This design comes from an exercise in tuning for small area, a short achievable clock period and few clock cycles on the open sky130 flow, not from production work. At most, simulation tests tie the RTL to the original design; equivalence was not proved. Only the layout flow was run in runs 1 to 5; the RTL was not checked for function there. Power and IR drop assume default switching activity.

==> flow/design.v <==
module pipe_delay #(
  parameter int WIDTH = 1,
  parameter int DEPTH = 1
) (
  input  logic             clk,
  input  logic             xrst,
  input  logic [WIDTH-1:0] din,
  output logic [WIDTH-1:0] dout
);
  logic [WIDTH-1:0] stage [DEPTH];
  always_ff @(posedge clk) begin
    if (!xrst) begin
      for (int i = 0; i < DEPTH; i++) begin
        stage[i] <= '0;
      end
    end else begin
      stage[0] <= din;
      for (int i = 1; i < DEPTH; i++) begin
        stage[i] <= stage[i-1];
      end
    end
  end
  assign dout = stage[DEPTH-1];
endmodule
module line_mem (
  input  logic        clk,
  input  logic [4:0]  sel,
  input  logic [15:0] din,
  output logic [15:0] dout
);
  logic [15:0] s1;
  logic [15:0] s2  [2];
  logic [15:0] s4  [4];
  logic [15:0] s8  [8];
  logic [15:0] s12 [12];
  logic [15:0] m1, m2, m4, m8, r1, r2;
  always_ff @(posedge clk) begin
    s1 <= din;
    s2[0] <= m1;
    for (int i = 1; i < 2; i++) s2[i] <= s2[i-1];
    r1 <= m2;
    s4[0] <= r1;
    for (int i = 1; i < 4; i++) s4[i] <= s4[i-1];
    s8[0] <= m4;
    for (int i = 1; i < 8; i++) s8[i] <= s8[i-1];
    r2 <= m8;
    s12[0] <= r2;
    for (int i = 1; i < 12; i++) s12[i] <= s12[i-1];
  end
  assign m1   = sel[0] ? s1      : din;
  assign m2   = sel[1] ? s2[1]   : m1;
  assign m4   = sel[2] ? s4[3]   : r1;
  assign m8   = sel[3] ? s8[7]   : m4;
  assign dout = sel[4] ? s12[11] : r2;
endmodule
module window_shift (
  input  logic          clk,
  input  logic [15:0]   pixel,
  input  logic [4:0]    sel1,       
  input  logic [4:0]    sel0,
  input  logic [8:0]    tap_en,     
  output logic [143:0]  win         
);
  logic [15:0] w [9];               
  logic [15:0] u2, u1, u0;          
  logic [15:0] a1, a2, b1, b2;      
  logic [15:0] y1, y0;
  line_mem line1 (.clk(clk), .sel(sel1), .din(a2), .dout(y1));
  line_mem line0 (.clk(clk), .sel(sel0), .din(b2), .dout(y0));
  always_ff @(posedge clk) begin
    u2 <= pixel;
    a1 <= u2;
    a2 <= a1;
    u1 <= y1;
    b1 <= u1;
    b2 <= b1;
    u0 <= y0;
    w[8] <= tap_en[8] ? pixel : 16'd0;
    w[7] <= tap_en[7] ? u2    : 16'd0;
    w[6] <= tap_en[6] ? w[7]  : 16'd0;
    w[5] <= tap_en[5] ? y1    : 16'd0;
    w[4] <= tap_en[4] ? u1    : 16'd0;
    w[3] <= tap_en[3] ? w[4]  : 16'd0;
    w[2] <= tap_en[2] ? y0    : 16'd0;
    w[1] <= tap_en[1] ? u0    : 16'd0;
    w[0] <= tap_en[0] ? w[1]  : 16'd0;
  end
  always_comb begin
    for (int t = 0; t < 9; t++)
      win[t*16 +: 16] = w[t];
  end
endmodule
module linebuf_ctrl (
  input  logic        clk,
  input  logic        xrst,
  input  logic [5:0]  img_size,
  input  logic [5:0]  fil_size,
  input  logic [5:0]  pad_size,
  input  logic        req,
  output logic        ack,
  output logic        ready,
  output logic [4:0]  sel1,
  output logic [4:0]  sel0,
  output logic [8:0]  tap_en,       
  output logic        start,
  output logic        valid,
  output logic        stop
);
  logic       pend_v;
  logic [5:0] pend_n;
  logic       pend_f1, pend_f2, pend_p1;
  logic       in_busy;
  logic [5:0] in_n;
  logic [4:0] in_n1, in_n2;        
  logic [4:0] in_per1, in_per2;    
  logic       in_f1, in_f2, in_p1;
  logic [5:0] in_r;                
  logic       in_r5;               
  logic [4:0] icol, irow;
  logic       coll, rowl, in_last;
  logic [5:0] hold;                
  logic [6:0] timer;               
  logic [4:0] sdly;
  logic       take, go, fire;
  logic [6:0] d0p1;
  logic       pend_wide;           
  logic [5:0] lin_d;
  logic [4:0] lsel;
  logic       o_act;
  logic [4:0] wr, wc;
  logic [4:0] o_n1, o_nn2, o_per1, o_per2;
  logic       o_p1, o_last, o_n1is0;
  logic       wcl, r0m, r2m, c0m, c2m;
  logic       e_start, e_valid, e_stop;
  assign take      = req && ack;
  assign in_last   = coll && rowl;
  assign go        = pend_v && (!in_busy || in_last) && timer[6:1] == '0 &&
                     ((in_busy && in_last) ? in_r5 : hold <= 6'd6);
  assign fire      = timer == 7'd1;
  assign pend_wide = !pend_f1 && pend_n >= 6'd5;
  assign d0p1      = !pend_wide ? (pend_p1 || pend_f1 ? 7'd7 : 7'd13) :
                     pend_p1    ? {1'b0, pend_n} + 7'd2 : {pend_n, 1'b0} + 7'd3;
  always_ff @(posedge clk) begin
    if (!xrst) begin
      pend_v  <= 1'b0;
      ack     <= 1'b1;
      in_busy <= 1'b0;
      ready   <= 1'b0;
      hold    <= '0;
      timer   <= '0;
      sdly    <= '0;
    end else begin
      if (take) begin
        pend_v <= 1'b1;
        ack    <= 1'b0;
      end else if (go) begin
        pend_v <= 1'b0;
        ack    <= 1'b1;
      end
      if (go) begin
        in_busy <= 1'b1;
        ready   <= 1'b1;
      end else if (in_busy && in_last) begin
        in_busy <= 1'b0;
        ready   <= 1'b0;
      end else if (in_busy) begin
        ready   <= coll || (ready && icol != in_n1);
      end
      if (in_busy && in_last)
        hold <= in_r;
      else if (hold != '0)
        hold <= hold - 1'b1;
      if (go)
        timer <= d0p1;
      else if (timer != '0)
        timer <= timer - 1'b1;
      sdly <= {sdly[3:0], go};
    end
  end
  always_ff @(posedge clk) begin
    if (take) begin
      pend_n  <= img_size;
      pend_f1 <= fil_size[1:0] == 2'd1;
      pend_f2 <= fil_size[1:0] == 2'd2;
      pend_p1 <= pad_size[0];
    end
  end
  always_ff @(posedge clk) begin
    if (go) begin
      in_n    <= pend_n;
      in_n1   <= 5'(pend_n - 6'd1);
      in_n2   <= 5'(pend_n - 6'd2);
      in_per1 <= (pend_f1 || pend_n >= 6'd5) ? 5'(pend_n - 6'd1) : 5'd4;
      in_per2 <= (pend_f1 || pend_n >= 6'd5) ? 5'(pend_n - 6'd2) : 5'd3;
      in_f1   <= pend_f1;
      in_f2   <= pend_f2;
      in_p1   <= pend_p1;
      in_r    <= pend_f1 ? 6'd7 : (pend_p1 || pend_f2) ? pend_n + 6'd2 : 6'd1;
      in_r5   <= !pend_f1 && ((!pend_p1 && !pend_f2) || pend_n <= 6'd3);
      icol    <= '0;
      irow    <= '0;
      coll    <= pend_f1 && pend_n == 6'd1;
      rowl    <= pend_n == 6'd1;
    end else if (in_busy) begin
      if (coll) begin
        icol <= '0;
        irow <= irow + 1'b1;
        coll <= in_per1 == '0;
        rowl <= irow == in_n2;
      end else begin
        icol <= icol + 1'b1;
        coll <= icol == in_per2;
      end
    end
  end
  assign lin_d = (in_f1 || in_n <= 6'd5) ? 6'd0 : in_n - 6'd5;
  assign lsel  = (lin_d >= 6'd12) ? {1'b1, 4'(lin_d - 6'd12)} : {1'b0, lin_d[3:0]};
  always_ff @(posedge clk) begin
    if (sdly[3])
      sel1 <= lsel;
    if (sdly[4])
      sel0 <= lsel;
  end
  assign o_last = wr == o_n1 && wc == o_n1;
  always_ff @(posedge clk) begin
    if (!xrst) begin
      o_act   <= 1'b0;
      e_start <= 1'b0;
      e_valid <= 1'b0;
      e_stop  <= 1'b0;
      start   <= 1'b0;
      valid   <= 1'b0;
      stop    <= 1'b0;
    end else begin
      if (fire) begin
        o_act   <= 1'b1;
        e_start <= 1'b1;
        e_valid <= 1'b1;
        e_stop  <= 1'b0;
      end else if (o_act) begin
        e_start <= 1'b0;
        if (o_last) begin
          o_act   <= 1'b0;
          e_valid <= 1'b0;
          e_stop  <= 1'b1;
        end else begin
          e_valid <= wcl || (e_valid && wc != o_n1);
        end
      end else begin
        e_start <= 1'b0;
        e_valid <= 1'b0;
        e_stop  <= 1'b0;
      end
      start <= e_start;
      valid <= e_valid;
      stop  <= e_stop;
    end
  end
  always_ff @(posedge clk) begin
    if (fire) begin
      wr      <= '0;
      wc      <= '0;
      o_nn2   <= in_n2;
      o_n1is0 <= in_n1 == '0;
      o_per1  <= in_per1;
      o_per2  <= in_per2;
      o_n1    <= (in_f1 || in_p1) ? in_n1 : in_f2 ? in_n2 : 5'(in_n2 - 1'b1);
      wcl     <= in_per1 == '0;
      r0m     <= 1'b1;
      r2m     <= in_n1 == '0;
      c0m     <= 1'b1;
      c2m     <= in_n1 == '0;
      o_p1    <= in_p1;
    end else if (wcl) begin
      wc  <= '0;
      wr  <= wr + 1'b1;
      wcl <= o_per1 == '0;
      r0m <= 1'b0;
      r2m <= wr == o_nn2;
      c0m <= 1'b1;
      c2m <= o_n1is0;
    end else begin
      wc  <= wc + 1'b1;
      wcl <= wc == o_per2;
      c0m <= 1'b0;
      c2m <= wc == o_nn2;
    end
  end
  always_comb begin
    for (int r = 0; r < 3; r++)
      for (int c = 0; c < 3; c++)
        tap_en[r*3+c] = !(o_act && o_p1 &&
                          ((r == 0 && r0m) || (r == 2 && r2m) ||
                           (c == 0 && c0m) || (c == 2 && c2m)));
  end
endmodule
module linebuf_pad_top (
  input  logic          clk,
  input  logic          xrst,
  input  logic [5:0]    img_size,
  input  logic [5:0]    fil_size,
  input  logic [5:0]    pad_size,
  input  logic          req,
  input  logic [15:0]   pixel,
  output logic          ack,
  output logic          ready,
  output logic [143:0]  win,      
  output logic          start,
  output logic          valid,
  output logic          stop
);
  logic [4:0] sel1, sel0;
  logic [8:0] tap_en;
  linebuf_ctrl ctrl_unit (
    .clk      (clk),
    .xrst     (xrst),
    .img_size (img_size),
    .fil_size (fil_size),
    .pad_size (pad_size),
    .req      (req),
    .ack      (ack),
    .ready    (ready),
    .sel1     (sel1),
    .sel0     (sel0),
    .tap_en   (tap_en),
    .start    (start),
    .valid    (valid),
    .stop     (stop)
  );
  window_shift win_shift (
    .clk      (clk),
    .pixel    (pixel),
    .sel1     (sel1),
    .sel0     (sel0),
    .tap_en   (tap_en),
    .win      (win)
  );
endmodule
==> flow/run.sh <==
#!/bin/bash
# synth_recipe.tcl (not shown) runs the flow's synth.tcl, then flattens the netlist and writes it again
# the make line also repeats each setting of config.mk as NAME=value (left out here)
make -C /OpenROAD-flow-scripts/flow DESIGN_CONFIG=/design/flow/config.mk WORK_HOME=/design/flow/orfs CLKGATE_MAP_FILE= SYNTH_SCRIPT=/design/flow/synth_recipe.tcl finish
==> flow/config.mk <==
export PLATFORM = sky130hd
export DESIGN_NAME = linebuf_pad_top
export DESIGN_NICKNAME = linebuf_pad_top
export VERILOG_FILES = /design/flow/design.v
export SDC_FILE = /design/flow/constraint.sdc
export NUM_CORES = 4
export LEC_CHECK = 0
export CAP_MARGIN = 20
export CORE_MARGIN = 2
export CORE_UTILIZATION = 40
export CTS_BUF_LIST = sky130_fd_sc_hd__clkbuf_16
export CTS_CLUSTER_DIAMETER = 80
export CTS_CLUSTER_SIZE = 30
export SETUP_SLACK_MARGIN = 4.0
export SLEW_MARGIN = 20
==> flow/constraint.sdc <==
create_clock -name core_clock -period 6.0 [get_ports {clk}]
set_input_delay 1.2000 -clock core_clock [delete_from_list [all_inputs] [get_ports {clk}]]
set_output_delay 1.2000 -clock core_clock [all_outputs]
set_load 0.01 [all_outputs]
==> results of run 1 <==
==> layout make-up <==
class                      count  area, um^2
clock buffer                  54        1350
clock inverter                13         203
fill                        6723       41600
inverter                      28         138
multi-input combinational    638        5270
sequential                  1300       27000
tap                         1050        1310
timing repair buffer         247        2260
timing repair inverter         7         136
==> routing by layer <==
| layer | GRT usage | up-vias | part of all wire | wire [um] |
|---|---|---|---|---|
| met5 | 0 | - | 0 | 0 |
| met4 | 0.0358 | 0 | 0.022 | 1060 |
| met3 | 0.0216 | 72 | 0.045 | 2190 |
| met2 | 0.198 | 285 | 0.47 | 22900 |
| met1 | 0.155 | 6962 | 0.47 | 22900 |
| li1 | - | 7087 | - | - |
==> timing repair <==
action / 4_1_cts / 5_1_grt
buffers inserted: 59 / 8
gates resized for setup: 830 / 67
pin swaps: 19 / 6
gates cloned: 7 / 0
endpoints found under the setup margin: 259 / 221
==> worst min path at each step <==
stage                                            end  slack (ns)  cells after the start
CTS                 win_shift.line1.s4[2][8]$_DFF_P_        0.32                      0
global placement           win_shift.w[4][0]$_DFF_P_        0.31                      0
detailed placement           win_shift.a2[2]$_DFF_P_        0.31                      0
global route        win_shift.line1.s8[4][8]$_DFF_P_        0.32                      0
finish              win_shift.line1.s4[2][8]$_DFF_P_        0.32                      0
floorplan                    win_shift.a2[0]$_DFF_P_        0.31                      0
==> logic make-up after synthesis <==
logic type,count (synthesis)
multiplexers,162
buffers and inverters,90
adder cells (fa/ha/maj),18
XOR/XNOR,80
flip-flops,1300
AND/OR/NAND/NOR,307
AO/OA/AOI/OAI,71
==> flip-flops by register name, summed over array words and instances, names as in the netlist, 32 cells and up <==
signal               cells
win_shift.w            144
win_shift.line0.s2      32
win_shift.line1.s4      64
win_shift.line1.s2      32
win_shift.line0.s8     128
win_shift.line1.s12    192
win_shift.line0.s4      64
win_shift.line1.s8     128
win_shift.line0.s12    192
==> placed cells by master (no fill, tap or decap), drive strengths merged, types with 5 or more instances in the layout <==
master | synthesis | layout
nor3 | 11 | 11
and2 | 76 | 76
o21ai | 23 | 23
mux2 | 161 | 161
nor4 | 9 | 9
edfxtp | 79 | 79
clkdlybuf4s50 | 0 | 26
ha | 18 | 18
clkinv | 1 | 7
a21oi | 10 | 10
or4 | 5 | 5
xnor2 | 44 | 44
nand2 | 39 | 39
clkbuf | 52 | 55
inv | 27 | 37
dfxtp | 1221 | 1221
nor2 | 47 | 47
buf | 10 | 220
a21boi | 8 | 8
and3 | 65 | 65
nand2b | 9 | 9
nand4 | 9 | 9
nor2b | 6 | 6
a211oi | 7 | 7
nand3 | 19 | 19
xor2 | 36 | 36
==> power by group <==
group / internal, uW / switching, uW
clock network: 1770 / 2500
registers: 9550 / 381
logic: 790 / 735
total: 12100 / 3610
==> stage by stage <==
stage	hold WS, ns	cells	total power (uW)
global route	0.316	3337	16400
floorplan	0.310	2028	10800
finish	0.321	3337	15700
detailed placement	0.312	3196	11300
CTS	0.320	3329	15800
global placement	0.310	3196	11300
==> flow_summary.yaml, run 1 <==
logic_synthesis:
  async_reset_ff_frac: 0
  yosysTopAreaCell: "dfxtp_1"
  synth_common_cells: "dfxtp_1 (1221), mux2_2 (161), edfxtp_1 (79), and2_1 (76), and3_1 (65)"
  synth_edf_count: 79
  seq_area_frac_synth: 0.835
  netlist_area_um2: 32100
  yosys-top-cells-area: "dfxtp_1 (76%), edfxtp_1 (7.4%), mux2_2 (5.6%)"
  synth_top_family_by_area: "multiplexers"
  synthAdderAreaFrac: 0.00701
  synth_compound_area_frac: 0.0149
  syn_nets: 2083
  avgSynthCellArea_um2: 15.8
  synth_warnings: 8
  yosysUniqueCellTypes: 57
  synth_mux_area_frac: 0.0568
  synthXorXnorAreaFrac: 0.0218
  yosysMostFrequentCell: "dfxtp_1"
  ys_ff_latch: 1300
  synthCells: 2028
  yosysTopAreaCellShare: 0.761
  yosys.area_share.simple: 0.0527
  synth-main-ff-cell: "dfxtp_1"
floorplan:
  die_area_um2: 82500
  pin_count: 186
  die-height_um: 287
  fp-row-count: 103
  initial_core_util: 0.405
  core-area_um2: 79300
  die_w_um: 287
global_route:
  grt_pass1_wl_um: 77800
  track_usage: 0.118
  antenna_found_initial: 1
  grt_pass1_vias: 14700
  grt_max_degree: 49
  grt.overflow.total: 0
routing:
  ant_nets: 0
  post_drt_via_cell_ratio: 4.32
  drt_iter0_markers: 673
  firstDrtPassIters: 5
  post_drt_wl_per_cell_um: 14.7
  drt_wl_total_um: 49100
  routed-via-count: 14400
  drc: 0
cells_and_area:
  drive_above_1_share: 0.268
  postLayoutCoreUtil: 0.475
  fin_nets: 2329
  antenna_cells: 0
  area_growth_pct: 17.2
  finalInstanceArea_um2: 37600
worst_setup_path:
  r2r_start: "ctrl_unit.timer[3]$_SDFFE_PN0P_"
  startpoint_type: "flop"
  cp.required_ns: 4.80
  path_delay_family: "flip-flops"
  critPathCapture: "win[75]"
  timing.reg2reg.setup_slack_ns: 3.77
  reg2reg_depth: 8
  r2r_end: "ctrl_unit.timer[5]$_SDFFE_PN0P_"
  critPathBufInv: 1
  crit_path_cell_trace: "buf_6"
  crit_type: "flop to primary output"
  cpMaxStageDelayCell: "dfxtp_4"
  path_depth: 1
  crit_fanout: 3
  crit_arrival_ns: 1.14
  slowest_delay_ns: 0.41
  crit_path_start: "win_shift.w[4][11]$_DFF_P_"
  critPathCaptureType: "primary output"
timing:
  fin_tns_setup_ns: 0
  fin_crit_sh: 0.391
  worst-slew-pin-transition_ns: 0.977
  fmax_ghz: 0.427
  setup_violations: 0
  drv_slew: 0
  period_needed_ns: 2.34
  fin_ws_ns: 3.66
  grt_setup_unrepaired: "yes"
  hold_viol_final: 0
  fin_worst_skew_ns: 0.0159
  relSlewSlack: 0.349
placed_design:
  place_area_um2: 35000
  gp_congestion: 0.784
  dpl_worst_slack_ns: 3.03
  dp_hpwl_um: 30300
  port_buffers: 176
clock_tree:
  clockBufferDepth: 3
  clock_latency_ns: 0.63
  clkTransAtPathRegs_ns: 0.10
  ctsHoldBuffers: 0
  cts_root_buffer: "clkbuf_16"
  clkSinkCount: 1300
  cts_buffers: 52
  cts_tree: "yes"
  htreeDepth: 2
pwr:
  power_density_nw_per_um2: 418
  ir_drop_mv: 0.242
  power_leakage_uw: 0.0153
worst_hold_path:
  hp-start: "win_shift.line1.s4[1][8]$_DFF_P_"
  hp-class: "flop to flop"
run:
  maxCapViolations: 0
outcome:
  status: "no timing/DRC/antenna violations"
==> inputs of run 2 (changes only) <==
--- a/flow/config.mk
+++ b/flow/config.mk
@@ -13,3 +13,3 @@
 export CTS_CLUSTER_SIZE = 30
-export SETUP_SLACK_MARGIN = 4.0
+export SETUP_SLACK_MARGIN = 3.7
 export SLEW_MARGIN = 20
==> flow_summary.yaml, run 2 <==
timing:
  hold_viol_final: 0
  setup_violations: 0
  drv_slew: 0
  fin_ws_ns: 3.61
  fin_worst_skew_ns: 0.0425
  relSlewSlack: 0.352
  worst-slew-pin-transition_ns: 0.973
  period_needed_ns: 2.39
  grt_setup_unrepaired: "yes"
  fmax_ghz: 0.419
  fin_tns_setup_ns: 0
  fin_crit_sh: 0.398
pwr:
  ir_drop_mv: 0.294
  power_leakage_uw: 0.0150
  power_density_nw_per_um2: 418
logic_synthesis:
  yosys-top-cells-area: "dfxtp_1 (76%), edfxtp_1 (7.4%), mux2_2 (5.6%)"
  seq_area_frac_synth: 0.835
  async_reset_ff_frac: 0
  netlist_area_um2: 32100
  synth_warnings: 8
  avgSynthCellArea_um2: 15.8
  syn_nets: 2083
  synth_common_cells: "dfxtp_1 (1221), mux2_2 (161), edfxtp_1 (79), and2_1 (76), and3_1 (65)"
  ys_ff_latch: 1300
  synthCells: 2028
  yosysUniqueCellTypes: 57
  synth_edf_count: 79
  yosysTopAreaCellShare: 0.761
  yosysTopAreaCell: "dfxtp_1"
  yosysMostFrequentCell: "dfxtp_1"
  synth-main-ff-cell: "dfxtp_1"
placed_design:
  dpl_worst_slack_ns: 2.96
  gp_congestion: 0.768
  dp_cells: 3196
  place_area_um2: 35000
  dp_hpwl_um: 29700
  port_buffers: 176
cells_and_area:
  layout_commonest_cell: "dfxtp_1"
  drive_above_1_share: 0.237
  finalInstanceArea_um2: 36900
  stdcell_count: 3303
  final_cell_mix: "dfxtp_1 (1129), mux2_2 (161), buf_6 (93)"
  top_regs: "win_shift.line0.s12 (192), win_shift.line1.s12 (192), win_shift.w (144)"
  area_growth_pct: 14.8
  fin_nets: 2289
worst_setup_path:
  crit_type: "flop to primary output"
  cp.required_ns: 4.80
  slowest_delay_ns: 0.42
  crit_arrival_ns: 1.19
  startpoint_type: "flop"
  path_delay_family: "flip-flops"
  crit_path_cell_trace: "buf_6"
  critPathCaptureType: "primary output"
  critPathBufInv: 1
  crit_fanout: 3
  cpMaxStageDelayCell: "dfxtp_4"
routing:
  routed-via-count: 14200
  post_drt_wl_per_cell_um: 14.4
  drc: 0
  firstDrtPassIters: 5
  drt_wl_total_um: 47600
  drt_iter0_markers: 616
  post_drt_via_cell_ratio: 4.30
  ant_nets: 0
clock_tree:
  clkSinkCount: 1300
  ctsHoldBuffers: 0
  cts_buffers: 53
  cts_root_buffer: "clkbuf_16"
  htreeDepth: 2
  clkTransAtPathRegs_ns: 0.10
  cts_tree: "yes"
  clock_latency_ns: 0.66
  clockBufferDepth: 3
floorplan:
  fp-row-count: 103
  die_area_um2: 82500
  die_w_um: 287
  die-height_um: 287
  core-area_um2: 79300
  initial_core_util: 0.405
  pin_count: 186
outcome:
  status: "no timing/DRC/antenna violations"
global_route:
  grt_pass1_wl_um: 76500
  grt.overflow.total: 0
  grt_max_degree: 49
  antenna_found_initial: 0
  grt_pass1_vias: 14500
  track_usage: 0.115
run:
  maxCapViolations: 0
worst_hold_path:
  hp-class: "flop to flop"
[run 2: cell counts after synthesis]
No cell type changed its count.
[run 2: cells by family after synthesis]
kind of cell	after synthesis	share of synthesized area
and+or+nand+nor	307	0.0527
xor gates and xnor gates	80	0.0218
muxes	162	0.0568
adders and majority gates	18	0.00701
DFF	1300	0.835
buffers and inverters	90	0.0115
AOI/OAI and AO/OA	71	0.0149
[run 2: power by group]
part / internal (uW) / switching [uW] / leakage, uW
clock: 1700 / 2540 / 0.000783
sequential: 9550 / 379 / 0.0110
combinational: 629 / 610 / 0.00315
[run 2: path summary, 6_finish.rpt]
path | start | slack (ns) | to | cells past startpoint
min | win_shift.line0.s12[9][13]$_DFF_P_ | 0.31 | win_shift.line0.s12[10][13]$_DFF_P_ | 0
max reg2reg | ctrl_unit.in_n[0]$_DFFE_PP_ | 3.77 | ctrl_unit.sel1[3]$_DFFE_PP_ | 9
max | win_shift.w[4][12]$_DFF_P_ | 3.61 | win[76] | 1
min reg2reg | win_shift.line0.s12[9][13]$_DFF_P_ | 0.31 | win_shift.line0.s12[10][13]$_DFF_P_ | 0
[run 2: worst reg2reg max path: cells and delay by family, from the launching register on]
family / cells / cell delay, ns
fa+ha+maj: 2 / 0.39
flops: 1 / 0.48
simple gates: 2 / 0.37
compound gates: 2 / 0.24
mux: 1 / 0.29
buf+inv: 2 / 0.22
[run 2: repair_timing]
action / in CTS / in global routing
setup buffers: 19 / 11
setup endpoints to repair: 255 / 172
pin swaps: 3 / 3
gates resized for setup: 753 / 58
gates cloned: 2 / 1
[run 2: per-stage QoR]
stage / power (uW) / hold WS [ns] / util
after global placement: 11200 / 0.310 / 0.441
after floorplan: 10800 / 0.310 / -
after detailed placement: 11300 / 0.312 / 0.441
final: 15400 / 0.309 / 0.465
after CTS: 15500 / 0.314 / 0.461
after global routing: 16100 / 0.316 / 0.465
[run 2: final cells by class]
cell class                 instances  area [um^2]
sequential                      1300        26900
inverter                          28          135
timing repair buffer             210         1850
multi-input combinational        638         5010
clock buffer                      54         1350
clock inverter                    18          218
antenna                            2         5.00
fill                            6897        42400
timing repair inverter             3         35.0
tap                             1050         1310
[run 2: routing by layer]
layer	routed length, um	share of wire	GRT usage	vias to the layer above
li1	-	-	-	7011
met1	22500	0.47	0.155	6836
met2	21800	0.46	0.188	262
met3	2150	0.045	0.0215	90
met4	1180	0.025	0.0383	0
met5	0	0	0	-
==> inputs of run 3 (changes only) <==
--- a/flow/config.mk
+++ b/flow/config.mk
@@ -9,3 +9,3 @@
 export CORE_MARGIN = 2
-export CORE_UTILIZATION = 40
+export CORE_UTILIZATION = 65
 export CTS_BUF_LIST = sky130_fd_sc_hd__clkbuf_16
@@ -13,3 +13,3 @@
 export CTS_CLUSTER_SIZE = 30
-export SETUP_SLACK_MARGIN = 3.7
+export SETUP_SLACK_MARGIN = 3.8
 export SLEW_MARGIN = 20
==> flow_summary.yaml, run 3 <==
pwr:
  p_seq_frac: 0.653
  combPwrFrac: 0.087
  clockPowerShare: 0.260
  power_leakage_uw: 0.0150
  p_sw_frac: 0.225
  intPower_uw: 11800
  power_density_nw_per_um2: 418
  power.switching_uw: 3420
  ir_drop_mv: 0.271
clock_tree:
  cts_tree: "yes"
  clockBufferDepth: 3
  cts_buffers: 50
  htreeDepth: 2
  cts_root_buffer: "clkbuf_16"
  clkSinkCount: 1300
  clock_latency_ns: 0.62
  clkTransAtPathRegs_ns: 0.10
timing:
  grt_setup_unrepaired: "yes"
  drv_slew: 0
  fin_crit_sh: 0.385
  worst-slew-pin-transition_ns: 0.969
  fin_tns_setup_ns: 0
  relSlewSlack: 0.354
  hold_viol_final: 0
  setup_violations: 0
  fin_worst_skew_ns: 0.0171
  period_needed_ns: 2.31
  fmax_ghz: 0.433
outcome:
  status: "no timing/DRC/antenna violations"
routing:
  routed-via-count: 14100
  drt_wl_total_um: 46900
  ant_nets: 0
  drc: 0
  post_drt_wl_per_cell_um: 16.1
  firstDrtPassIters: 5
  drt_iter0_markers: 655
  post_drt_via_cell_ratio: 4.83
cells_and_area:
  fin_nets: 2298
  postLayoutCoreUtil: 0.745
  top_regs: "win_shift.line0.s12 (192), win_shift.line1.s12 (192), win_shift.w (144)"
  layout_commonest_cell: "dfxtp_1"
  area_growth_pct: 13.4
  final_cell_mix: "dfxtp_1 (1122), mux2_2 (160), buf_6 (100)"
  stdcell_count: 2918
  drive_above_1_share: 0.246
  fillers: 3092
logic_synthesis:
  syn_nets: 2083
  yosysUniqueCellTypes: 57
  netlist_area_um2: 32100
  synth-main-ff-cell: "dfxtp_1"
  yosysTopAreaCellShare: 0.761
  async_reset_ff_frac: 0
  yosys-top-cells-area: "dfxtp_1 (76%), edfxtp_1 (7.4%), mux2_2 (5.6%)"
  seq_area_frac_synth: 0.835
  synthCells: 2028
  yosysMostFrequentCell: "dfxtp_1"
  synth_edf_count: 79
  ys_ff_latch: 1300
  avgSynthCellArea_um2: 15.8
  synth_common_cells: "dfxtp_1 (1221), mux2_2 (161), edfxtp_1 (79), and2_1 (76), and3_1 (65)"
  synth_warnings: 8
  yosysTopAreaCell: "dfxtp_1"
worst_setup_path:
  critPathCaptureType: "primary output"
  cpMaxStageDelayCell: "dfxtp_2"
  slowest_delay_ns: 0.37
  timing.reg2reg.setup_slack_ns: 3.75
  cp.required_ns: 4.80
  crit_arrival_ns: 1.11
  crit_type: "flop to primary output"
  critPathBufInv: 1
  startpoint_type: "flop"
  path_delay_family: "flip-flops"
  crit_path_cell_trace: "buf_6"
  crit_fanout: 1
placed_design:
  dp_cells: 2810
  port_buffers: 176
  gp_congestion: 0.789
  dp_hpwl_um: 29500
floorplan:
  pin_count: 186
  initial_core_util: 0.657
  die-height_um: 226
  die_w_um: 226
  core-area_um2: 48800
  die_area_um2: 51200
  fp-row-count: 81
global_route:
  grt.overflow.total: 0
  grt_pass1_vias: 14200
  antenna_found_initial: 2
  grt_max_degree: 49
  track_usage: 0.184
  grt_pass1_wl_um: 73600
run:
  maxCapViolations: 0
worst_hold_path:
  hp-class: "flop to flop"
run 3: changes by cell type in the layout (fill, tap and decap cells not counted), sizes merged:
cell	before	now
diode	2	1
clkinv	7	6
buf	183	193
inv	40	36
clkbuf	54	51
run 3: power by group through the flow:
stage | Clock, uW | Sequential (uW) | Combinational [uW]
floorplan | 0 | 10000 | 759
global route | 4370 | 10000 | 1460
finish | 3950 | 9940 | 1320
detailed placement | 0 | 10100 | 1220
global placement | 0 | 10100 | 1170
CTS | 4070 | 9940 | 1240
run 3: cells by family (layout without fill, tap and decap cells):
| logic type | Yosys count | after routing | synth area share |
|---|---|---|---|
| flops | 1300 | 1300 | 0.835 |
| simple gates | 307 | 307 | 0.0527 |
| mux | 162 | 162 | 0.0568 |
| buf+inv | 90 | 315 | 0.0115 |
| xor+xnor | 80 | 80 | 0.0218 |
| compound gates | 71 | 71 | 0.0149 |
| fa+ha+maj | 18 | 18 | 0.00701 |
| other cells | 0 | 1 | 0 |
run 3: area by class of cell:
cell class	instances	area [um^2]	area share
Timing Repair Buffer	220	1990	0.0546
Timing Repair inverter	5	57.6	0.00158
Antenna cell	1	2.50	0.0000688
Multi-Input combinational cell	638	5070	0.139
Sequential cell	1300	26900	0.740
Inverter	28	121	0.00333
Clock buffer	51	1280	0.0351
Tap cell	664	831	0.0228
Clock inverter	11	101	0.00278
run 3: what timing repair did:
item	4_1_cts	5_1_grt
setup endpoints to repair	258	225
hold buffers	0	0
pin swaps	3	10
gates cloned	4	1
resized for setup	765	72
setup buffers	25	15
run 3: worst paths after layout:
| kind | startpoint | to | cells after the start |
|---|---|---|---|
| worst max-delay path | win_shift.w[6][10]$_SDFF_PP0_ | win[106] | 1 |
| worst min-delay path | win_shift.line1.s12[9][15]$_DFF_P_ | win_shift.line1.s12[10][15]$_DFF_P_ | 0 |
| worst max register to register | ctrl_unit.timer[2]$_SDFFE_PN0P_ | ctrl_unit.timer[3]$_SDFFE_PN0P_ | 5 |
| worst min register to register | win_shift.line1.s12[9][15]$_DFF_P_ | win_shift.line1.s12[10][15]$_DFF_P_ | 0 |
run 3: metrics by stage:
stage | hold slack, ns | setup WS (ns) | instance area [um^2] | total power (uW)
2_1_floorplan | 0.310 | 3.76 | 32200 | 10800
4_1_cts | 0.328 | 3.63 | 36000 | 15300
3_3_place_gp | 0.310 | 3.13 | 34500 | 11200
3_5_place_dp | 0.312 | 3.04 | 34500 | 11300
5_1_grt | 0.335 | 3.64 | 36400 | 15900
6_report | 0.329 | 3.69 | 36400 | 15200
run 3: metal layers:
| metal | vias up | part of all wire | GRT usage |
|---|---|---|---|
| li1 | 7011 | - | - |
| met1 | 6738 | 0.46 | 0.244 |
| met2 | 258 | 0.47 | 0.307 |
| met3 | 76 | 0.047 | 0.0377 |
| met4 | 0 | 0.023 | 0.0562 |
| met5 | - | 0 | 0 |
==> inputs of run 4 (changes only) <==
--- a/flow/config.mk
+++ b/flow/config.mk
@@ -9,6 +9,6 @@
 export CORE_MARGIN = 2
-export CORE_UTILIZATION = 65
+export CORE_UTILIZATION = 40
 export CTS_BUF_LIST = sky130_fd_sc_hd__clkbuf_16
-export CTS_CLUSTER_DIAMETER = 80
-export CTS_CLUSTER_SIZE = 30
+export CTS_CLUSTER_DIAMETER = 60
+export CTS_CLUSTER_SIZE = 40
 export SETUP_SLACK_MARGIN = 3.8
==> flow_summary.yaml, run 4 <==
routing:
  post_drt_wl_per_cell_um: 14.4
  ant_nets: 0
  post_drt_via_cell_ratio: 4.25
  drc: 0
  routed-via-count: 14300
  drt_iter0_markers: 618
  firstDrtPassIters: 4
  drt_wl_total_um: 48600
cells_and_area:
  final_cell_mix: "dfxtp_1 (1123), mux2_2 (160), buf_6 (98)"
  layout_commonest_cell: "dfxtp_1"
  drive_above_1_share: 0.267
  antenna_cells: 0
  fin_nets: 2322
  fillers: 6744
  area_growth_pct: 18.8
  top_regs: "win_shift.line0.s12 (192), win_shift.line1.s12 (192), win_shift.w (144)"
worst_setup_path:
  path_delay_family: "flip-flops"
  critPathBufInv: 1
  cpMaxStageDelayCell: "dfxtp_4"
  startpoint_type: "flop"
  crit_fanout: 2
  timing.reg2reg.setup_slack_ns: 3.80
  crit_path_start: "win_shift.w[4][12]$_DFF_P_"
  r2r_start: "ctrl_unit.timer[2]$_SDFFE_PN0P_"
  critPathCaptureType: "primary output"
  crit_arrival_ns: 1.17
  crit_path_cell_trace: "buf_6"
  slowest_delay_ns: 0.41
  crit_type: "flop to primary output"
  cp.required_ns: 4.80
clock_tree:
  cts_tree: "yes"
  cts_root_buffer: "clkbuf_16"
  clkTransAtPathRegs_ns: 0.12
  clkSinkCount: 1300
  ctsHoldBuffers: 0
  clockBufferDepth: 3
  htreeDepth: 3
  cts_buffers: 67
  clock_latency_ns: 0.65
logic_synthesis:
  yosysMostFrequentCell: "dfxtp_1"
  avgSynthCellArea_um2: 15.8
  yosysTopAreaCell: "dfxtp_1"
  syn_nets: 2083
  synth_edf_count: 79
  synth_common_cells: "dfxtp_1 (1221), mux2_2 (161), edfxtp_1 (79), and2_1 (76), and3_1 (65)"
  synth-main-ff-cell: "dfxtp_1"
  async_reset_ff_frac: 0
  yosysTopAreaCellShare: 0.761
  yosysUniqueCellTypes: 57
  ys_ff_latch: 1300
  yosys-top-cells-area: "dfxtp_1 (76%), edfxtp_1 (7.4%), mux2_2 (5.6%)"
  netlist_area_um2: 32100
  seq_area_frac_synth: 0.835
  synth_warnings: 8
  synthCells: 2028
pwr:
  p_seq_frac: 0.591
  ir_drop_mv: 0.247
  power.switching_uw: 4140
  power_uw: 16800
  power_leakage_uw: 0.0155
  power_density_nw_per_um2: 440
  combPwrFrac: 0.079
  clockPowerShare: 0.329
  p_sw_frac: 0.246
  intPower_uw: 12700
global_route:
  antenna_found_initial: 3
  grt_max_degree: 49
  grt.overflow.total: 0
  track_usage: 0.118
  grt_pass1_vias: 14600
  grt_pass1_wl_um: 77600
worst_hold_path:
  hp-class: "flop to flop"
  hp-start: "win_shift.line1.s4[0][8]$_DFF_P_"
timing:
  setup_violations: 0
  fin_worst_skew_ns: 0.0514
  fin_tns_setup_ns: 0
  period_needed_ns: 2.37
  fmax_ghz: 0.422
  worst-slew-pin-transition_ns: 1.03
  fin_crit_sh: 0.395
  drv_slew: 0
  hold_viol_final: 0
  relSlewSlack: 0.312
  grt_setup_unrepaired: "yes"
floorplan:
  pin_count: 186
  die_w_um: 287
  initial_core_util: 0.405
  core-area_um2: 79300
  die_area_um2: 82500
  die-height_um: 287
  fp-row-count: 103
run:
  maxCapViolations: 0
placed_design:
  port_buffers: 176
  dp_hpwl_um: 29900
  gp_congestion: 0.769
outcome:
  status: "no timing/DRC/antenna violations"
[run 4: cell counts after synthesis]
Identical to the previous run, type by type.
[run 4: final timing paths]
check,endpoint,depth (start not counted)
setup / recovery,win[76],1
setup reg to reg,ctrl_unit.timer[3]$_SDFFE_PN0P_,6
hold reg to reg,win_shift.line1.s4[1][8]$_DFF_P_,0
hold / removal,win_shift.line1.s4[1][8]$_DFF_P_,0
[run 4: routing by layer]
| metal | wire length (um) | track usage |
|---|---|---|
| met3 | 2250 | 0.0275 |
| met2 | 22400 | 0.193 |
| met1 | 22800 | 0.156 |
| met5 | 0 | 0 |
| met4 | 1100 | 0.0361 |
[run 4: what timing repair did]
item | 4_1_cts | 5_1_grt
pin swaps | 7 | 8
setup buffers | 28 | 18
setup endpoints to repair | 257 | 170
cloned | 6 | 0
gates resized for setup | 766 | 67
[run 4: final cells by class]
| cell class | instances | area (um^2) | share of cell area |
|---|---|---|---|
| Sequential cell | 1300 | 26900 | 0.706 |
| Multi-Input combinational cell | 639 | 5070 | 0.133 |
| Timing Repair Buffer | 226 | 2020 | 0.0530 |
| Timing Repair inverter | 5 | 65.1 | 0.00171 |
| Inverter | 28 | 135 | 0.00354 |
| Clock inverter | 54 | 848 | 0.0222 |
| Tap cell | 1050 | 1310 | 0.0344 |
| Clock buffer | 70 | 1750 | 0.0459 |
[run 4: power by group through the flow]
| stage | logic (uW) | clock network (uW) | registers [uW] |
|---|---|---|---|
| after floorplan | 759 | 0 | 10000 |
| after global placement | 1170 | 0 | 10100 |
| after detailed placement | 1220 | 0 | 10100 |
| after CTS | 1260 | 5710 | 9940 |
| after global routing | 1480 | 6040 | 10000 |
| final | 1330 | 5530 | 9930 |
[run 4: cell families (layout without fill, tap and decap cells)]
logic type | Yosys count | after routing | share of synthesized area
xor gates and xnor gates | 80 | 80 | 0.0218
AOI/OAI and AO/OA | 71 | 71 | 0.0149
buffers and inverters | 90 | 383 | 0.0115
adders and majority gates | 18 | 18 | 0.00701
DFF | 1300 | 1300 | 0.835
and+or+nand+nor | 307 | 308 | 0.0527
muxes | 162 | 162 | 0.0568
[run 4: worst register-to-register path, stage by stage (launching register included)]
cell,delay (ns)
dfxtp_2,0.33
or4_4,0.56
or4_4,0.45
or2_4,0.35
buf_6,0.15
a31oi_1,0.16
a211oi_1,0.07
[run 4: stage by stage]
step	hold WS, ns	area, um^2	utilization	setup slack [ns]	std cells
global placement	0.310	35000	0.442	3.05	3196
floorplan	0.310	32200	-	3.76	2028
finish	0.288	38200	0.481	3.63	3372
detailed placement	0.312	35000	0.442	3.00	3196
CTS	0.288	37800	0.476	3.58	3354
global route	0.299	38200	0.481	3.57	3372
==> inputs of run 5 (changes only) <==
--- a/flow/design.v
+++ b/flow/design.v
@@ -112,5 +112,5 @@
   logic       in_busy;
-  logic [5:0] in_n;
-  logic [4:0] in_n1, in_n2;        
-  logic [4:0] in_per1, in_per2;    
+  logic [4:0] in_n1;               
+  logic [4:0] in_per1;             
+  logic [2:0] in_bub;              
   logic       in_f1, in_f2, in_p1;
@@ -118,3 +118,4 @@
   logic       in_r5;               
-  logic [4:0] icol, irow;
+  logic [4:0] in_lsel;
+  logic [4:0] icol, irow;          
   logic       coll, rowl, in_last;
@@ -127,6 +128,7 @@
   logic [5:0] lin_d;
-  logic [4:0] lsel;
   logic       o_act;
-  logic [4:0] wr, wc;
-  logic [4:0] o_n1, o_nn2, o_per1, o_per2;
+  logic [4:0] wr, wc;              
+  logic [4:0] o_per1;
+  logic [2:0] o_vb;                
+  logic [2:0] o_bub1;              
   logic       o_p1, o_last, o_n1is0;
@@ -139,5 +141,7 @@
   assign fire      = timer == 7'd1;
-  assign pend_wide = !pend_f1 && pend_n >= 6'd5;
-  assign d0p1      = !pend_wide ? (pend_p1 || pend_f1 ? 7'd7 : 7'd13) :
+  assign pend_wide = pend_f1 || pend_n >= 6'd5;
+  assign d0p1      = pend_f1 ? 7'd7 :
+                     !pend_wide ? (pend_p1 ? 7'd7 : 7'd13) :
                      pend_p1    ? {1'b0, pend_n} + 7'd2 : {pend_n, 1'b0} + 7'd3;
+  assign lin_d     = (pend_f1 || pend_n <= 6'd5) ? 6'd0 : pend_n - 6'd5;
   always_ff @(posedge clk) begin
@@ -166,3 +170,3 @@
       end else if (in_busy) begin
-        ready   <= coll || (ready && icol != in_n1);
+        ready   <= coll || (ready && icol != 5'(in_bub));
       end
@@ -189,7 +193,5 @@
     if (go) begin
-      in_n    <= pend_n;
       in_n1   <= 5'(pend_n - 6'd1);
-      in_n2   <= 5'(pend_n - 6'd2);
-      in_per1 <= (pend_f1 || pend_n >= 6'd5) ? 5'(pend_n - 6'd1) : 5'd4;
-      in_per2 <= (pend_f1 || pend_n >= 6'd5) ? 5'(pend_n - 6'd2) : 5'd3;
+      in_per1 <= pend_wide ? 5'(pend_n - 6'd1) : 5'd4;
+      in_bub  <= pend_wide ? 3'd0 : 3'(6'd5 - pend_n);
       in_f1   <= pend_f1;
@@ -199,4 +201,5 @@
       in_r5   <= !pend_f1 && ((!pend_p1 && !pend_f2) || pend_n <= 6'd3);
-      icol    <= '0;
-      irow    <= '0;
+      in_lsel <= (lin_d >= 6'd12) ? {1'b1, 4'(lin_d - 6'd12)} : {1'b0, lin_d[3:0]};
+      icol    <= pend_wide ? 5'(pend_n - 6'd1) : 5'd4;
+      irow    <= 5'(pend_n - 6'd1);
       coll    <= pend_f1 && pend_n == 6'd1;
@@ -205,9 +208,9 @@
       if (coll) begin
-        icol <= '0;
-        irow <= irow + 1'b1;
+        icol <= in_per1;
+        irow <= irow - 1'b1;
         coll <= in_per1 == '0;
-        rowl <= irow == in_n2;
+        rowl <= irow == 5'd1;
       end else begin
-        icol <= icol + 1'b1;
-        coll <= icol == in_per2;
+        icol <= icol - 1'b1;
+        coll <= icol == 5'd1;
       end
@@ -215,11 +218,9 @@
   end
-  assign lin_d = (in_f1 || in_n <= 6'd5) ? 6'd0 : in_n - 6'd5;
-  assign lsel  = (lin_d >= 6'd12) ? {1'b1, 4'(lin_d - 6'd12)} : {1'b0, lin_d[3:0]};
   always_ff @(posedge clk) begin
     if (sdly[3])
-      sel1 <= lsel;
+      sel1 <= in_lsel;
     if (sdly[4])
-      sel0 <= lsel;
+      sel0 <= sel1;
   end
-  assign o_last = wr == o_n1 && wc == o_n1;
+  assign o_last = wr == '0 && wc == 5'(o_vb);
   always_ff @(posedge clk) begin
@@ -246,3 +247,3 @@
         end else begin
-          e_valid <= wcl || (e_valid && wc != o_n1);
+          e_valid <= wcl || (e_valid && wc != 5'(o_vb));
         end
@@ -260,9 +261,8 @@
     if (fire) begin
-      wr      <= '0;
-      wc      <= '0;
-      o_nn2   <= in_n2;
-      o_n1is0 <= in_n1 == '0;
+      wr      <= (in_f1 || in_p1) ? in_n1 : in_f2 ? 5'(in_n1 - 1'b1) : 5'(in_n1 - 2'd2);
+      wc      <= in_per1;
       o_per1  <= in_per1;
-      o_per2  <= in_per2;
-      o_n1    <= (in_f1 || in_p1) ? in_n1 : in_f2 ? in_n2 : 5'(in_n2 - 1'b1);
+      o_vb    <= in_bub + ((in_f1 || in_p1) ? 3'd0 : in_f2 ? 3'd1 : 3'd2);
+      o_bub1  <= in_bub + 1'b1;
+      o_n1is0 <= in_n1 == '0;
       wcl     <= in_per1 == '0;
@@ -274,7 +274,7 @@
     end else if (wcl) begin
-      wc  <= '0;
-      wr  <= wr + 1'b1;
+      wc  <= o_per1;
+      wr  <= wr - 1'b1;
       wcl <= o_per1 == '0;
       r0m <= 1'b0;
-      r2m <= wr == o_nn2;
+      r2m <= wr == 5'd1;
       c0m <= 1'b1;
@@ -282,6 +282,6 @@
     end else begin
-      wc  <= wc + 1'b1;
-      wcl <= wc == o_per2;
+      wc  <= wc - 1'b1;
+      wcl <= wc == 5'd1;
       c0m <= 1'b0;
-      c2m <= wc == o_nn2;
+      c2m <= wc == 5'(o_bub1);
     end
--- a/flow/config.mk
+++ b/flow/config.mk
@@ -9,6 +9,6 @@
 export CORE_MARGIN = 2
-export CORE_UTILIZATION = 40
+export CORE_UTILIZATION = 65
 export CTS_BUF_LIST = sky130_fd_sc_hd__clkbuf_16
-export CTS_CLUSTER_DIAMETER = 60
-export CTS_CLUSTER_SIZE = 40
+export CTS_CLUSTER_DIAMETER = 80
+export CTS_CLUSTER_SIZE = 30
 export SETUP_SLACK_MARGIN = 3.8
==> flow_summary.yaml, run 5 <==
timing:
  grt_setup_unrepaired: "yes"
  drv_slew: 0
  hold_viol_final: 0
  worst-slew-pin-transition_ns: 1.03
  fin_tns_setup_ns: 0
  period_needed_ns: 2.33
  fin_worst_skew_ns: 0.0165
  setup_violations: 0
  fmax_ghz: 0.430
  fin_crit_sh: 0.388
  relSlewSlack: 0.313
placed_design:
  port_buffers: 176
  place_area_um2: 34100
  dp_cells: 2761
  gp_congestion: 0.783
  dp_hpwl_um: 29200
global_route:
  grt_max_degree: 49
  grt_pass1_wl_um: 73000
  grt.overflow.total: 0
  track_usage: 0.182
  grt_pass1_vias: 14100
  antenna_found_initial: 1
pwr:
  power_leakage_uw: 0.0149
  ir_drop_mv: 0.347
  power_uw: 15000
  power_density_nw_per_um2: 418
routing:
  drt_wl_total_um: 46300
  post_drt_wl_per_cell_um: 16.1
  ant_nets: 0
  post_drt_via_cell_ratio: 4.90
  routed-via-count: 14100
  firstDrtPassIters: 7
  drc: 0
  drt_iter0_markers: 743
worst_setup_path:
  path_delay_family: "flip-flops"
  crit_path_cell_trace: "inv_2 > ha_4 > buf_12 > xor2_4 > nor3b_2 > ha_2 > nor2_2 > o2bb2ai_2 > mux2_4"
  cp.required_ns: 6.38
  crit_arrival_ns: 2.71
  cpMaxStageDelayCell: "edfxtp_1"
  critPathCaptureType: "flop"
  crit_fanout: 4
  crit_type: "flop to flop"
  startpoint_type: "flop"
  critPathBufInv: 2
  slowest_delay_ns: 0.54
clock_tree:
  clockBufferDepth: 3
  cts_root_buffer: "clkbuf_16"
  ctsHoldBuffers: 0
  cts_tree: "yes"
  htreeDepth: 2
  clkTransAtPathRegs_ns: 0.10
  cts_buffers: 49
  clkSinkCount: 1284
  clock_latency_ns: 0.62
cells_and_area:
  antenna_cells: 0
  top_regs: "win_shift.line0.s12 (192), win_shift.line1.s12 (192), win_shift.w (144)"
  stdcell_count: 2878
  postLayoutCoreUtil: 0.742
  fillers: 3056
  register_area_um2: 26600
  final_cell_mix: "dfxtp_1 (1116), mux2_2 (162), buf_6 (92)"
  drive_above_1_share: 0.242
  layout_commonest_cell: "dfxtp_1"
  fin_nets: 2310
  finalInstanceArea_um2: 36000
  area_growth_pct: 13.4
  multi_input_area_um2: 5040
logic_synthesis:
  yosysTopAreaCell: "dfxtp_1"
  yosysUniqueCellTypes: 55
  yosys-top-cells-area: "dfxtp_1 (76%), edfxtp_1 (7.4%), mux2_2 (5.8%)"
  seq_area_frac_synth: 0.834
  synth_warnings: 8
  yosysTopAreaCellShare: 0.760
  avgSynthCellArea_um2: 15.7
  ys_ff_latch: 1284
  async_reset_ff_frac: 0
  synth_common_cells: "dfxtp_1 (1206), mux2_2 (163), edfxtp_1 (78), and2_1 (72), and3_1 (66)"
  synth-main-ff-cell: "dfxtp_1"
  synth_edf_count: 78
  syn_nets: 2087
  yosysMostFrequentCell: "dfxtp_1"
  netlist_area_um2: 31800
  synthCells: 2022
floorplan:
  die_w_um: 225
  fp-row-count: 81
  initial_core_util: 0.655
  die_area_um2: 50700
  core-area_um2: 48500
  die-height_um: 225
  pin_count: 186
outcome:
  status: "no timing/DRC/antenna violations"
worst_hold_path:
  hp-class: "flop to flop"
run:
  maxCapViolations: 0
==> run 5: cell count changes in the layout (fill, tap and decap cells not counted), moves of 11 or more <==
cell and change:
dfxtp_2 -11, xor2_1 -23, clkinv_8 -11, a21oi_1 +15
clkinv_16 -12, xnor2_1 -14, nor2_1 +13, inv_1 +11
clkbuf_16 -19
==> run 5: kinds of logic (layout without fill, tap and decap cells) <==
kind of cell,count (synthesis),in the layout,share of synthesized area
AOI/OAI and AO/OA,90,90,0.0178
xor gates and xnor gates,43,43,0.0119
buffers and inverters,97,331,0.0124
and+or+nand+nor,310,310,0.0531
adders and majority gates,28,28,0.0113
muxes,170,170,0.0600
DFF,1284,1284,0.834
==> run 5: through the flow <==
stage                     setup slack [ns]  hold WS, ns
after floorplan                       3.80        0.310
after global placement                2.99        0.310
after detailed placement              2.92        0.312
after CTS                             3.64        0.328
after global routing                  3.61        0.328
final                                 3.67        0.327
==> run 5: worst reg2reg max path, delay by kind of cell, from the launching register on <==
| family | cells | cell delay (ns) |
|---|---|---|
| adder cells (fa/ha/maj) | 2 | 0.45 |
| AO/OA/AOI/OAI | 1 | 0.13 |
| XOR/XNOR | 1 | 0.18 |
| AND/OR/NAND/NOR | 2 | 0.28 |
| buffers and inverters | 2 | 0.23 |
| multiplexers | 1 | 0.29 |
| flip-flops | 1 | 0.54 |
==> run 5: area by class of cell <==
cell class                      instances  share of cell area
Sequential cell                      1284               0.739
Inverter                               35             0.00431
Timing Repair Buffer                  233              0.0576
Clock inverter                         11             0.00212
Clock buffer                           51              0.0354
Tap cell                              622              0.0216
Multi-Input combinational cell        641               0.140
Timing Repair inverter                  1            0.000243
==> run 5: routing by layer <==
metal  wire length, um  vias to the layer above  GRT usage
met3              2270                       59     0.0390
met1             21300                     6729      0.245
met4               811                        0     0.0455
li1                  -                     7035          -
met5                 0                        -          0
met2             21900                      290      0.304
==> run 5: what timing repair did <==
item / in CTS / in global routing
pin swaps: 9 / 5
setup buffers: 43 / 11
setup endpoints to repair: 251 / 207
gates cloned: 1 / 0
resized for setup: 764 / 53
==> run 5: worst paths after layout <==
path / slack (ns) / endpoint / from / cells after the start
setup reg to reg: 3.67 / ctrl_unit.in_lsel[3]$_DFFE_PP_ / ctrl_unit.pend_n[0]$_DFFE_PP_ / 9
hold reg to reg: 0.33 / win_shift.line0.s8[1][14]$_DFF_P_ / win_shift.line0.s8[0][14]$_DFF_P_ / 0
setup / recovery: 3.67 / ctrl_unit.in_lsel[3]$_DFFE_PP_ / ctrl_unit.pend_n[0]$_DFFE_PP_ / 9
hold / removal: 0.33 / win_shift.line0.s8[1][14]$_DFF_P_ / win_shift.line0.s8[0][14]$_DFF_P_ / 0
==> run 5: power breakdown <==
part	switching (uW)	internal [uW]	total [uW]
Combinational	692	675	1370
Clock	2320	1550	3880
Sequential	345	9460	9800
Total	3360	11700	15000
==> inputs of run 6 (changes only) <==
--- a/flow/design.v
+++ b/flow/design.v
@@ -109,4 +109,5 @@
   logic       pend_v;
-  logic [5:0] pend_n;
+  logic [4:0] pend_n1;             
   logic       pend_f1, pend_f2, pend_p1;
+  logic       pend_wide;           
   logic       in_busy;
@@ -118,3 +119,2 @@
   logic       in_r5;               
-  logic [4:0] in_lsel;
   logic [4:0] icol, irow;          
@@ -126,4 +126,3 @@
   logic [6:0] d0p1;
-  logic       pend_wide;           
-  logic [5:0] lin_d;
+  logic [4:0] lin_d;
   logic       o_act;
@@ -141,7 +140,6 @@
   assign fire      = timer == 7'd1;
-  assign pend_wide = pend_f1 || pend_n >= 6'd5;
   assign d0p1      = pend_f1 ? 7'd7 :
                      !pend_wide ? (pend_p1 ? 7'd7 : 7'd13) :
-                     pend_p1    ? {1'b0, pend_n} + 7'd2 : {pend_n, 1'b0} + 7'd3;
-  assign lin_d     = (pend_f1 || pend_n <= 6'd5) ? 6'd0 : pend_n - 6'd5;
+                     pend_p1    ? {2'b0, pend_n1} + 7'd3 : {1'b0, pend_n1, 1'b0} + 7'd5;
+  assign lin_d     = (in_f1 || in_n1 <= 5'd4) ? 5'd0 : in_n1 - 5'd4;
   always_ff @(posedge clk) begin
@@ -185,3 +183,4 @@
     if (take) begin
-      pend_n  <= img_size;
+      pend_n1   <= 5'(img_size - 6'd1);
+      pend_wide <= fil_size[1:0] == 2'd1 || img_size >= 6'd5;
       pend_f1 <= fil_size[1:0] == 2'd1;
@@ -193,5 +192,5 @@
     if (go) begin
-      in_n1   <= 5'(pend_n - 6'd1);
-      in_per1 <= pend_wide ? 5'(pend_n - 6'd1) : 5'd4;
-      in_bub  <= pend_wide ? 3'd0 : 3'(6'd5 - pend_n);
+      in_n1   <= pend_n1;
+      in_per1 <= pend_wide ? pend_n1 : 5'd4;
+      in_bub  <= pend_wide ? 3'd0 : 3'(3'd4 - pend_n1[2:0]);
       in_f1   <= pend_f1;
@@ -199,9 +198,8 @@
       in_p1   <= pend_p1;
-      in_r    <= pend_f1 ? 6'd7 : (pend_p1 || pend_f2) ? pend_n + 6'd2 : 6'd1;
-      in_r5   <= !pend_f1 && ((!pend_p1 && !pend_f2) || pend_n <= 6'd3);
-      in_lsel <= (lin_d >= 6'd12) ? {1'b1, 4'(lin_d - 6'd12)} : {1'b0, lin_d[3:0]};
-      icol    <= pend_wide ? 5'(pend_n - 6'd1) : 5'd4;
-      irow    <= 5'(pend_n - 6'd1);
-      coll    <= pend_f1 && pend_n == 6'd1;
-      rowl    <= pend_n == 6'd1;
+      in_r    <= pend_f1 ? 6'd7 : (pend_p1 || pend_f2) ? {1'b0, pend_n1} + 6'd3 : 6'd1;
+      in_r5   <= !pend_f1 && ((!pend_p1 && !pend_f2) || pend_n1 <= 5'd2);
+      icol    <= pend_wide ? pend_n1 : 5'd4;
+      irow    <= pend_n1;
+      coll    <= pend_f1 && pend_n1 == '0;
+      rowl    <= pend_n1 == '0;
     end else if (in_busy) begin
@@ -220,3 +218,3 @@
     if (sdly[3])
-      sel1 <= in_lsel;
+      sel1 <= (lin_d >= 5'd12) ? {1'b1, 4'(lin_d - 5'd12)} : {1'b0, lin_d[3:0]};
     if (sdly[4])
==> flow_summary.yaml, run 6 <==
outcome:
  status: "no timing/DRC/antenna violations"
routing:
  drt_wl_total_um: 46100
  drc: 0
  post_drt_via_cell_ratio: 4.90
  routed-via-count: 13800
  post_drt_wl_per_cell_um: 16.3
  drt_iter0_markers: 676
  ant_nets: 0
  firstDrtPassIters: 5
logic_synthesis:
  synth-main-ff-cell: "dfxtp_1"
  netlist_area_um2: 31700
  synthCells: 1995
  yosysTopAreaCell: "dfxtp_1"
  seq_area_frac_synth: 0.832
  yosysMostFrequentCell: "dfxtp_1"
  avgSynthCellArea_um2: 15.9
  synth_edf_count: 73
  synth_warnings: 8
  synth_common_cells: "dfxtp_1 (1206), mux2_2 (165), and2_1 (75), edfxtp_1 (73), and3_1 (68)"
  yosysUniqueCellTypes: 60
  syn_nets: 2063
  async_reset_ff_frac: 0
  yosys-top-cells-area: "dfxtp_1 (76%), edfxtp_1 (6.9%), mux2_2 (5.9%)"
  ys_ff_latch: 1279
  yosysTopAreaCellShare: 0.762
timing:
  fin_worst_skew_ns: 0.0199
  relSlewSlack: 0.353
  fin_tns_setup_ns: 0
  hold_viol_final: 0
  fin_ws_ns: 3.69
  fin_crit_sh: 0.385
  grt_setup_unrepaired: "yes"
  worst-slew-pin-transition_ns: 0.970
  period_needed_ns: 2.31
  fmax_ghz: 0.433
  drv_slew: 0
  setup_violations: 0
worst_setup_path:
  crit_path_cell_trace: "buf_6"
  cpMaxStageDelayCell: "dfxtp_4"
  critPathCaptureType: "primary output"
  critPathBufInv: 1
  slowest_delay_ns: 0.37
  r2r_start: "ctrl_unit.timer[2]$_SDFFE_PN0P_"
  startpoint_type: "flop"
  path_delay_family: "flip-flops"
  crit_arrival_ns: 1.11
  crit_path_start: "win_shift.w[7][8]$_SDFF_PP0_"
  cp.required_ns: 4.80
  crit_fanout: 2
  crit_type: "flop to primary output"
pwr:
  p_seq_frac: 0.637
  clockPowerShare: 0.258
  combPwrFrac: 0.105
  power_leakage_uw: 0.0148
  power.switching_uw: 3630
  intPower_uw: 12000
  ir_drop_mv: 0.355
  p_sw_frac: 0.232
  power_density_nw_per_um2: 437
global_route:
  globalRouteMet3Util: 0.0383
  grtUsageMet2: 0.306
  grt_max_degree: 49
  antenna_found_initial: 2
  busiest_layer: "met2"
  track_usage: 0.182
  grt.overflow.total: 0
  grt_pass1_vias: 13900
  grt_use_met1: 0.239
  grt_pass1_wl_um: 72600
floorplan:
  die-height_um: 225
  die_w_um: 225
  pin_count: 186
  fp-row-count: 80
  core-area_um2: 47900
  die_area_um2: 50500
  initial_core_util: 0.660
cells_and_area:
  layout_commonest_cell: "dfxtp_1"
  final_cell_mix: "dfxtp_1 (1108), mux2_2 (164), buf_6 (98)"
  area_growth_pct: 12.9
  drive_above_1_share: 0.238
  postLayoutCoreUtil: 0.746
  fin_nets: 2264
  top_regs: "win_shift.line0.s12 (192), win_shift.line1.s12 (192), win_shift.w (144)"
clock_tree:
  clock_latency_ns: 0.62
  clkTransAtPathRegs_ns: 0.10
  cts_buffers: 50
  ctsHoldBuffers: 0
  clockBufferDepth: 3
  clkSinkCount: 1279
  cts_root_buffer: "clkbuf_16"
  htreeDepth: 2
  cts_tree: "yes"
worst_hold_path:
  hp-start: "win_shift.line1.s8[6][13]$_DFF_P_"
  hp-class: "flop to flop"
placed_design:
  gp_congestion: 0.850
  dp_hpwl_um: 29500
  port_buffers: 176
  dpl_worst_slack_ns: 2.89
run:
  maxCapViolations: 0
run 6: cell count changes after synthesis, moves of 7 or more:
| cell | before | now |
|---|---|---|
| xor2_1 | 14 | 21 |
| xnor2_1 | 29 | 20 |
| nand2_1 | 37 | 24 |
| nor2_1 | 57 | 33 |
run 6: per-stage QoR:
stage / std cells / area (um^2) / total power, uW / hold slack, ns
after floorplan: 1995 / 31700 / 11000 / 0.310
final: 2824 / 35800 / 15600 / 0.313
after global placement: 2731 / 34000 / 11600 / 0.310
after global routing: 2823 / 35700 / 16300 / 0.315
after CTS: 2813 / 35500 / 15700 / 0.313
after detailed placement: 2732 / 34000 / 11700 / 0.312
run 6: layer usage:
metal / wire, um / share of wire
met1: 21100 / 0.46
met2: 21700 / 0.47
met3: 2210 / 0.048
met4: 1030 / 0.022
met5: 11 / 0.00024
run 6: area by class of cell:
cell class                      count  area [um^2]
Sequential cell                  1279        26500
Fill cell                        3031        12200
Multi-Input combinational cell    619         5000
Timing Repair Buffer              206         1890
Clock buffer                       53         1330
Tap cell                          615          769
Inverter                           40          165
Clock inverter                     11          134
Antenna cell                        1         2.50
run 6: what timing repair did:
| action | 4_1_cts | 5_1_grt |
|---|---|---|
| buffers inserted | 17 | 9 |
| resized for setup | 770 | 51 |
| setup endpoints to repair | 240 | 170 |
| pin swaps | 2 | 3 |
run 6: final timing paths:
kind                                                           to  slack [ns]  cells past startpoint
worst min-delay path            win_shift.line1.s8[7][13]$_DFF_P_        0.31                      0
worst max-delay path                                     win[120]        3.69                      1
worst min register to register  win_shift.line1.s8[7][13]$_DFF_P_        0.31                      0
worst max register to register        ctrl_unit.irow[2]$_DFFE_PP_        3.88                      4
run 6: cells by family after synthesis:
family / synth area share
AO/OA/AOI/OAI: 0.0194
multiplexers: 0.0615
XOR/XNOR: 0.0113
AND/OR/NAND/NOR: 0.0516
adder cells (fa/ha/maj): 0.0125
flip-flops: 0.832
buffers and inverters: 0.0120
run 6: power by group through the flow:
| stage | Clock (uW) | Sequential, uW | Combinational [uW] |
|---|---|---|---|
| 6_report | 4020 | 9960 | 1640 |
| 5_1_grt | 4420 | 10100 | 1810 |
| 4_1_cts | 4120 | 9960 | 1580 |
| 3_5_place_dp | 0 | 10100 | 1590 |
| 3_3_place_gp | 0 | 10100 | 1550 |
| 2_1_floorplan | 0 | 10000 | 970 |
Testbench counts of run 6, summed over its fixed seeds: cycles 22,692.

separate check: timing with driven ports:
The flow's constraints put no driver on any port. The routed layouts listed below were extracted and timed again, unchanged, in two steps.
Step 1 (the two cells are an assumption about what drives the block):
set clk [get_ports {clk}]
set_driving_cell -lib_cell sky130_fd_sc_hd__clkbuf_16 $clk
set_driving_cell -lib_cell sky130_fd_sc_hd__buf_2 [delete_from_list [all_inputs] $clk]
Step 2 also shifts input and output timing later by t, the mid clock arrival at the registers, as if the neighbouring blocks saw the same clock.
Slacks: ideal ports / drivers / drivers and shift; pairs: ideal ports / drivers.
run | shift t [ns] | slack for setup (ns) | clock arrival spread, ns | pins driven straight from the clock port
run 1 | 0.683 | 3.656 / 3.592 / 3.630 | 0.022 / 0.022 | 1
run 2 | 0.700 | 3.615 / 3.552 / 3.246 | 0.046 / 0.046 | 1
run 3 | 0.678 | 3.690 / 3.631 / 3.317 | 0.022 / 0.022 | 1
run 4 | 0.685 | 3.628 / 3.568 / 3.279 | 0.065 / 0.064 | 1
run 5 | 0.669 | 3.672 / 3.626 / 3.309 | 0.023 / 0.023 | 1
run 6 | 0.669 | 3.688 / 3.632 / 3.300 | 0.024 / 0.024 | 1
After both steps every run listed still meets setup and hold. The setup slack of run 6, which loses most, moves by -0.056 ns with the drivers and by -0.388 ns with both steps.
